Background: an optimization exercise with open tools, aiming at small area, a short achievable clock period and few clock cycles per item. Do not read the settings as production practice. RTL that was checked went through simulation tests only; none was proved equivalent to the original.

Design marked_cell_distance, start of the top module:
module marked_cell_distance #(
    parameter int MAX_COLS = 1024,
    parameter int MAX_ROWS = 1024
) (
    input  logic                        aclk,
    input  logic                        aresetn,
    input  logic                        s_tvalid,
    output logic                        s_tready,
    input  logic [7:0]                  s_tdata,    
    output logic                        m_tvalid,
    input  logic                        m_tready,
    output logic [15:0]                 m_tdata,    
    output logic [0:0]                  m_tuser,    
    input  logic                        cfg_wen,
    input  logic                        cfg_index,
    input  logic [mcd_pkg::PT_W-1:0]    cfg_data
);
    localparam int NS = 7;     
    logic                                w_acc;
    logic [NS:0]                         v_c, nl_c, sat_c;
    logic [NS:0][mcd_pkg::X_W-1:0]       x_c;
    logic [NS:0][15:0]                   un_c;
    assign un_c[0] = ~16'd1;    
    mcd_front u_front (
        .aclk      (aclk),
        .aresetn   (aresetn),
        .s_tready  (s_tready),
        .s_tvalid  (s_tvalid),
        .s_tdata   (s_tdata),
        .cfg_wen   (cfg_wen),
        .cfg_index (cfg_index),
        .cfg_data  (cfg_data),
        .v_o       (v_c[0]),
        .nl_o      (nl_c[0]),
        .sat_o     (sat_c[0]),
        .w_acc_o   (w_acc),
        .x_o       (x_c[0])
    );
    for (genvar i = 0; i < NS; i++) begin : g_cell
        mcd_sqrt_cell #(
            .K (2 * i)
        ) u_cell (
            .aclk    (aclk),
            .aresetn (aresetn),
            .v_i     (v_c[i]),
            .nl_i    (nl_c[i]),
            .sat_i   (sat_c[i]),
            .x_i     (x_c[i]),
            .un_i    (un_c[i]),
            .v_o     (v_c[i+1]),
            .nl_o    (nl_c[i+1]),
            .sat_o   (sat_c[i+1]),
            .x_o     (x_c[i+1]),
            .un_o    (un_c[i+1])
        );
    end
    mcd_out u_out (
        .aclk     (aclk),
        .aresetn  (aresetn),
        .v_i      (v_c[NS]),
        .nl_i     (nl_c[NS]),
  ...
For scale: about 630 flip-flops, roughly 44 I/O pins, ~33,000 um^2 of cells after synthesis.
==> flow/config.mk <==
export PLATFORM = sky130hd
export DESIGN_NAME = marked_cell_distance
export DESIGN_NICKNAME = marked_cell_distance
export VERILOG_FILES = /design/flow/design.v
export SDC_FILE = /design/flow/constraint.sdc
export NUM_CORES = 4
export LEC_CHECK = 0
export ABC_CLOCK_PERIOD_IN_PS = 2500
export CAP_MARGIN = 20
export CORE_MARGIN = 2
export CORE_UTILIZATION = 40
export SETUP_SLACK_MARGIN = 3.8
export SLEW_MARGIN = 20
==> flow/constraint.sdc <==
create_clock -name core_clock -period 6.5 [get_ports {aclk}]
set_input_delay 1.3000 -clock core_clock [delete_from_list [all_inputs] [get_ports {aclk}]]
set_output_delay 1.3000 -clock core_clock [all_outputs]
set_load 0.01 [all_outputs]
run.sh (not shown) runs the stock make flow with config.mk's settings and CLKGATE_MAP_FILE= SYNTH_SCRIPT=/design/flow/synth_recipe.tcl, a recipe that flattens the netlist after the stock synthesis.
Edit:
--- a/flow/config.mk
+++ b/flow/config.mk
@@ -12 +12 @@
-export SETUP_SLACK_MARGIN = 3.8
+export SETUP_SLACK_MARGIN = 3.6
After rerunning: The new run ran to the end with no violations; cell area falls by 1.6%; flip-flop and latch count is unchanged; die area is unchanged.
No run of this note included a check of the RTL's function; only the layout flow was run.

* * *

Setup of v4:
marked_cell_distance, a different RTL version from the one above (not shown whole).
For scale: about 630 flip-flops, ~44 I/O pins.
make LEC_CHECK=0 ABC_CLOCK_PERIOD_IN_PS=2500 CAP_MARGIN=20 CORE_MARGIN=2 CORE_UTILIZATION=40 CTS_BUF_LIST='sky130_fd_sc_hd__clkbuf_4 sky130_fd_sc_hd__clkbuf_8' SETUP_SLACK_MARGIN=3.8 SLEW_MARGIN=20 finish   # period 6.5 ns
Testbench counts of v4, summed over its fixed seeds: cycles 32,247, items 32,000.
diff inputs: v4 => v24
--- a/flow/config.mk
+++ b/flow/config.mk
@@ -10,5 +10,5 @@
 export CORE_MARGIN = 2
 export CORE_UTILIZATION = 40
-export CTS_BUF_LIST = sky130_fd_sc_hd__clkbuf_4 sky130_fd_sc_hd__clkbuf_8
 export SETUP_SLACK_MARGIN = 3.8
 export SLEW_MARGIN = 20
+export TNS_END_PERCENT = 5
## What came out
- Per the comparison of v24 with v4, core utilization went down by 1.3 points; met3 demand-to-capacity share in global routing was more or less identical; number of fillers in the final layout went up by 1.3%; transition at the pin with the smallest max-transition slack went down by 0.0064 ns.
- Setup slack in v24 is 0.25 ns lower than in v4
- In the route summary, v24 ends up with a via count below that of v4.
- Compared with v4, v24 shows total length of routed wires lower by 660 µm.

* * *

## sierra
marked_cell_distance, a different RTL version from the one above (not shown whole).
Size: about 600 flip-flops, ~33000 µm² of cells after synthesis.
clock: 6.5 ns
lec_check: 0
abc_clock_period_in_ps: 2500
cap_margin: 20
core_margin: 2
core_utilization: 40
cts_cluster_diameter: 60
cts_cluster_size: 30
setup_slack_margin: 3.9
slew_margin: 20
Testbench counts of sierra, summed over its fixed seeds: cycles 32,176, items 32,000.
diff inputs: sierra => yarrow
Settings: swapping 3.9 for 3.8 in SETUP_SLACK_MARGIN; swapping 60 for 80 in CTS_CLUSTER_DIAMETER; swapping 20 for 10 in SLEW_MARGIN; swapping 20 for 10 in CAP_MARGIN.
==> results.txt <==
yarrow has peak fanout along the critical path above what sierra had.
Hold-critical path depth came out exactly the same in yarrow and sierra.
Of yarrow and sierra, the run reporting the higher met2 routing resource usage after global routing was sierra.
yarrow against sierra; footprint of the flip-flops and latches is down slightly.
Against sierra, shortest period the worst path allows in yarrow came out worse.
Compared with sierra, yarrow shows final critical-path share of the clock period higher by 0.32 points.
As of yarrow, layout buffer count excluding clock buffers had fallen by more than a quarter compared to sierra.
Compared with sierra, yarrow shows a lower wire length.
diff inputs: yarrow => fjord
Settings: swapping 80 for 60 in CTS_CLUSTER_DIAMETER; swapping 10 for 20 in CAP_MARGIN; putting GPL_ROUTABILITY_DRIVEN at 0 where nothing was set; swapping 10 for 20 in SLEW_MARGIN.
--- outcome ---
Share of the final layout cell area in sequential cells delta for fjord relative to yarrow: 0.65 points lower
Looking at cell area after layout across fjord and yarrow, the one that comes out higher is fjord.
fjord and yarrow ended up with nearly the same clock skew.
Largest stage delay on the critical path across fjord and yarrow: no real change.
fjord vs. yarrow: hold slack held.
Measured against each other, fjord and yarrow differ in setup fix buffers added after clock tree synthesis, the lower figure coming from fjord.
yarrow -> fjord: met2 track utilization from global routing flat
fjord against yarrow: via count of the first global-routing pass has increased, wire length rose by 490 µm, share of the clock period used by the worst path lower.
Relative to fjord, the following input files were edited for zinc:
Settings: CTS_CLUSTER_DIAMETER no longer set, was 60; CTS_CLUSTER_SIZE no longer set, was 30; ABC_CLOCK_PERIOD_IN_PS now 3200, was 2500; GPL_ROUTABILITY_DRIVEN no longer set, was 0.
## What came out
- Looking at fjord and zinc, the data required time at the worst endpoint is a wash.
- Delta (zinc minus fjord): post-synthesis cell type count now sits at about the same level; global-route met2 utilization now sits at about the same level; number of synthesized register bits now sits at about the same level.
- Clock skew: zinc lower than fjord
- fjord leaves more setup margin than zinc.

* * *

Setup of exp/quartz:
marked_cell_distance again, from the RTL that the note above started with.
// marked_cell_distance
module marked_cell_distance #(
    parameter int MAX_COLS = 1024,
    parameter int MAX_ROWS = 1024
) (
    input  logic                        aclk,
    input  logic                        aresetn,
    input  logic                        s_tvalid,
    output logic                        s_tready,
    input  logic [7:0]                  s_tdata,    
    output logic                        m_tvalid,
    input  logic                        m_tready,
    output logic [15:0]                 m_tdata,    
    output logic [0:0]                  m_tuser,    
    input  logic                        cfg_wen,
    input  logic                        cfg_index,
    input  logic [mcd_pkg::PT_W-1:0]    cfg_data
);
Settings: LEC_CHECK=0, ABC_CLOCK_PERIOD_IN_PS=2500, CAP_MARGIN=20, CORE_MARGIN=2, CORE_UTILIZATION=40, CTS_CLUSTER_DIAMETER=60, CTS_CLUSTER_SIZE=30, SETUP_SLACK_MARGIN=3.75, SLEW_MARGIN=20; clock period 6.5 ns.
Testbench counts of exp/quartz, summed over its fixed seeds: cycles 32,176, items 32,000.
Relative to exp/quartz, the following input files were edited for exp/onyx:
Settings: a change of SETUP_SLACK_MARGIN from 3.75 to 3.8; a deleted CTS_CLUSTER_DIAMETER that had been 60; a deleted CTS_CLUSTER_SIZE that had been 30.
[summary]
- Per the final summary, exp/onyx finished and its layout is clean on timing, DRC and antenna.
- exp/quartz ran to completion and came out clean on the timing, DRC and antenna checks.
- The met1 routed wirelength after detailed routing of exp/onyx is higher than that of exp/quartz.
- The hold violation total from the final report of exp/onyx and that of exp/quartz are within noise of each other.
- Run comparison: exp/quartz source of the critical timing path g_cell[3].u_cell.un_reg[9]$_DFF_P_; exp/onyx source of the critical timing path g_cell[3].u_cell.x_reg[12]$_DFF_P_
- Worst setup slack essentially unchanged between exp/quartz and exp/onyx.
- Between exp/quartz and exp/onyx, the sequential share of layout area is higher for exp/quartz.
- Comparing exp/quartz against exp/onyx, there is no change at all in sequential cell count.
- On met2 layer usage reported by global route, exp/quartz tracks exp/onyx almost exactly.
- Looking at final cell count without fillers, exp/onyx sits 38 higher than exp/quartz does.
- Side by side, sum of met2 wire segment lengths after detailed routing turned out lower in exp/onyx than in exp/quartz.
Relative to exp/onyx, the following input files were edited for exp/pepper:
Settings: putting CTS_CLUSTER_DIAMETER at 60 where nothing was set; swapping 3.8 for 3.85 in SETUP_SLACK_MARGIN; putting CTS_CLUSTER_SIZE at 30 where nothing was set.
==> comparison <==
Relative to exp/onyx, the pin slew with the least headroom to its limit of exp/pepper is higher by 72 ps. Looking at exp/onyx and exp/pepper, the number of multi-input combinational cells in the layout is a wash. Comparing exp/onyx against exp/pepper, there is no change at all in synthesized cell count. Summary of the comparison: final weighted congestion in routability-driven placement is lower in exp/pepper, relative to exp/onyx. exp/pepper: synthesis-to-layout area growth 0.32 points below exp/onyx.
## Diff of input files: exp/ember against exp/pepper
Settings: SETUP_SLACK_MARGIN: 3.85 -> 3.8.
Results
- Compared with exp/pepper, in exp/ember final standard cell count with taps included and fillers excluded -0.31%; wire length has decreased; first-iteration DRC count increased about 3.6%; met3 demand-to-capacity share in global routing went down by 0.37 points; worst setup slack has decreased.
- Sequential share of layout area: higher on exp/ember
- exp/ember against exp/pepper: critical path depth +2, synthesis-to-finish area growth -1.0 points.
For exp/delta, these inputs were changed with respect to exp/ember:
Settings: putting PLACE_DENSITY at 0.75 where nothing was set.
Status | exp/delta and exp/ember | clean
Going from exp/ember to exp/delta, global-route wire length before repair grew slightly.
Worst-path cell with the longest stage delay: or4_4 -> exp/ember, fa_1 -> exp/delta
Taking exp/ember as the reference, in exp/delta worst setup margin went down; part of the cycle the worst path needs rose by 0.48 points.
## Diff of input files: exp/harbor against exp/delta
Settings: CTS_CLUSTER_DIAMETER changed from 60 to 70; SETUP_SLACK_MARGIN changed from 3.8 to 3.85; PLACE_DENSITY removed (was 0.75).
==> comparison <==
Per the comparison of exp/harbor with exp/delta, worst hold slack now sits higher; final instance area barely changed.
exp/harbor — combined buffer and inverter count along the critical path 4 lower, exp/delta as reference
Clock transition at the register clock pins on the worst setup and hold paths after CTS delta (exp/harbor -> exp/delta): insignificant
met1 track utilization from global routing ended up 1.4 points higher on exp/harbor than on exp/delta.
Compared with exp/delta, exp/harbor shows a setup slack of the critical path after layout that is 31 ps higher.
exp/harbor vs exp/delta on share of the cycle needed by the critical path after routing: exp/harbor is the lower one.
The final weighted congestion in routability-driven placement reported for exp/harbor is smaller than that of exp/delta by 3.2%.

==> separate check: timing with driven ports <==
The results above use ideal ports. As a check the final layouts listed here were re-extracted and re-timed, cells and wires unchanged. Step 1 (the two cells are an assumption about what drives the block):
set clk [get_ports {aclk}]
set_driving_cell -lib_cell sky130_fd_sc_hd__clkbuf_16 $clk
set_driving_cell -lib_cell sky130_fd_sc_hd__buf_2 [delete_from_list [all_inputs] $clk]
Step 2 times the ports against the registers' clock, not the clock port: input delays grow and output delays shrink by t, the midpoint of the rising clock arrivals with the driver on. Slacks: ideal / step 1 / step 2; pairs: ideal / step 1.
run | t (ns) | slack for setup (ns) | slew at the worst register clock pin (ns) | worst data-port slew with drivers (ns) | cell pins on the clock port's net
the first run of note 1 | 0.670 | 3.813 / 3.802 / 3.170 | 0.06 / 0.06 | 0.04 | 1
the second run of note 1 | 0.666 | 3.659 / 3.640 / 3.065 | 0.06 / 0.06 | 0.05 | 1
v4 | 0.764 | 3.829 / 3.824 / 3.225 | 0.07 / 0.07 | 0.04 | 1
v24 | 0.661 | 3.579 / 3.561 / 2.962 | 0.06 / 0.06 | 0.05 | 1
sierra | 0.670 | 3.844 / 3.844 / 3.387 | 0.09 / 0.09 | 0.04 | 1
yarrow | 0.704 | 3.823 / 3.778 / 3.203 | 0.12 / 0.12 | 0.04 | 1
fjord | 0.659 | 3.845 / 3.834 / 3.283 | 0.10 / 0.10 | 0.04 | 1
zinc | 0.670 | 3.792 / 3.792 / 3.275 | 0.06 / 0.06 | 0.04 | 1
exp/quartz | 0.666 | 3.792 / 3.792 / 3.187 | 0.10 / 0.10 | 0.04 | 1
exp/onyx | 0.670 | 3.792 / 3.792 / 3.275 | 0.06 / 0.06 | 0.04 | 1
exp/pepper | 0.658 | 3.869 / 3.854 / 3.315 | 0.09 / 0.09 | 0.05 | 1
exp/ember | 0.659 | 3.845 / 3.834 / 3.283 | 0.10 / 0.10 | 0.04 | 1
exp/delta | 0.647 | 3.814 / 3.777 / 3.278 | 0.11 / 0.11 | 0.05 | 1
exp/harbor | 0.647 | 3.846 / 3.846 / 3.356 | 0.11 / 0.11 | 0.04 | 1
After both steps every run listed still meets setup and hold. For the first run of note 1, which loses most, drivers alone change the setup slack by -0.011 ns; drivers and shift together by -0.643 ns.
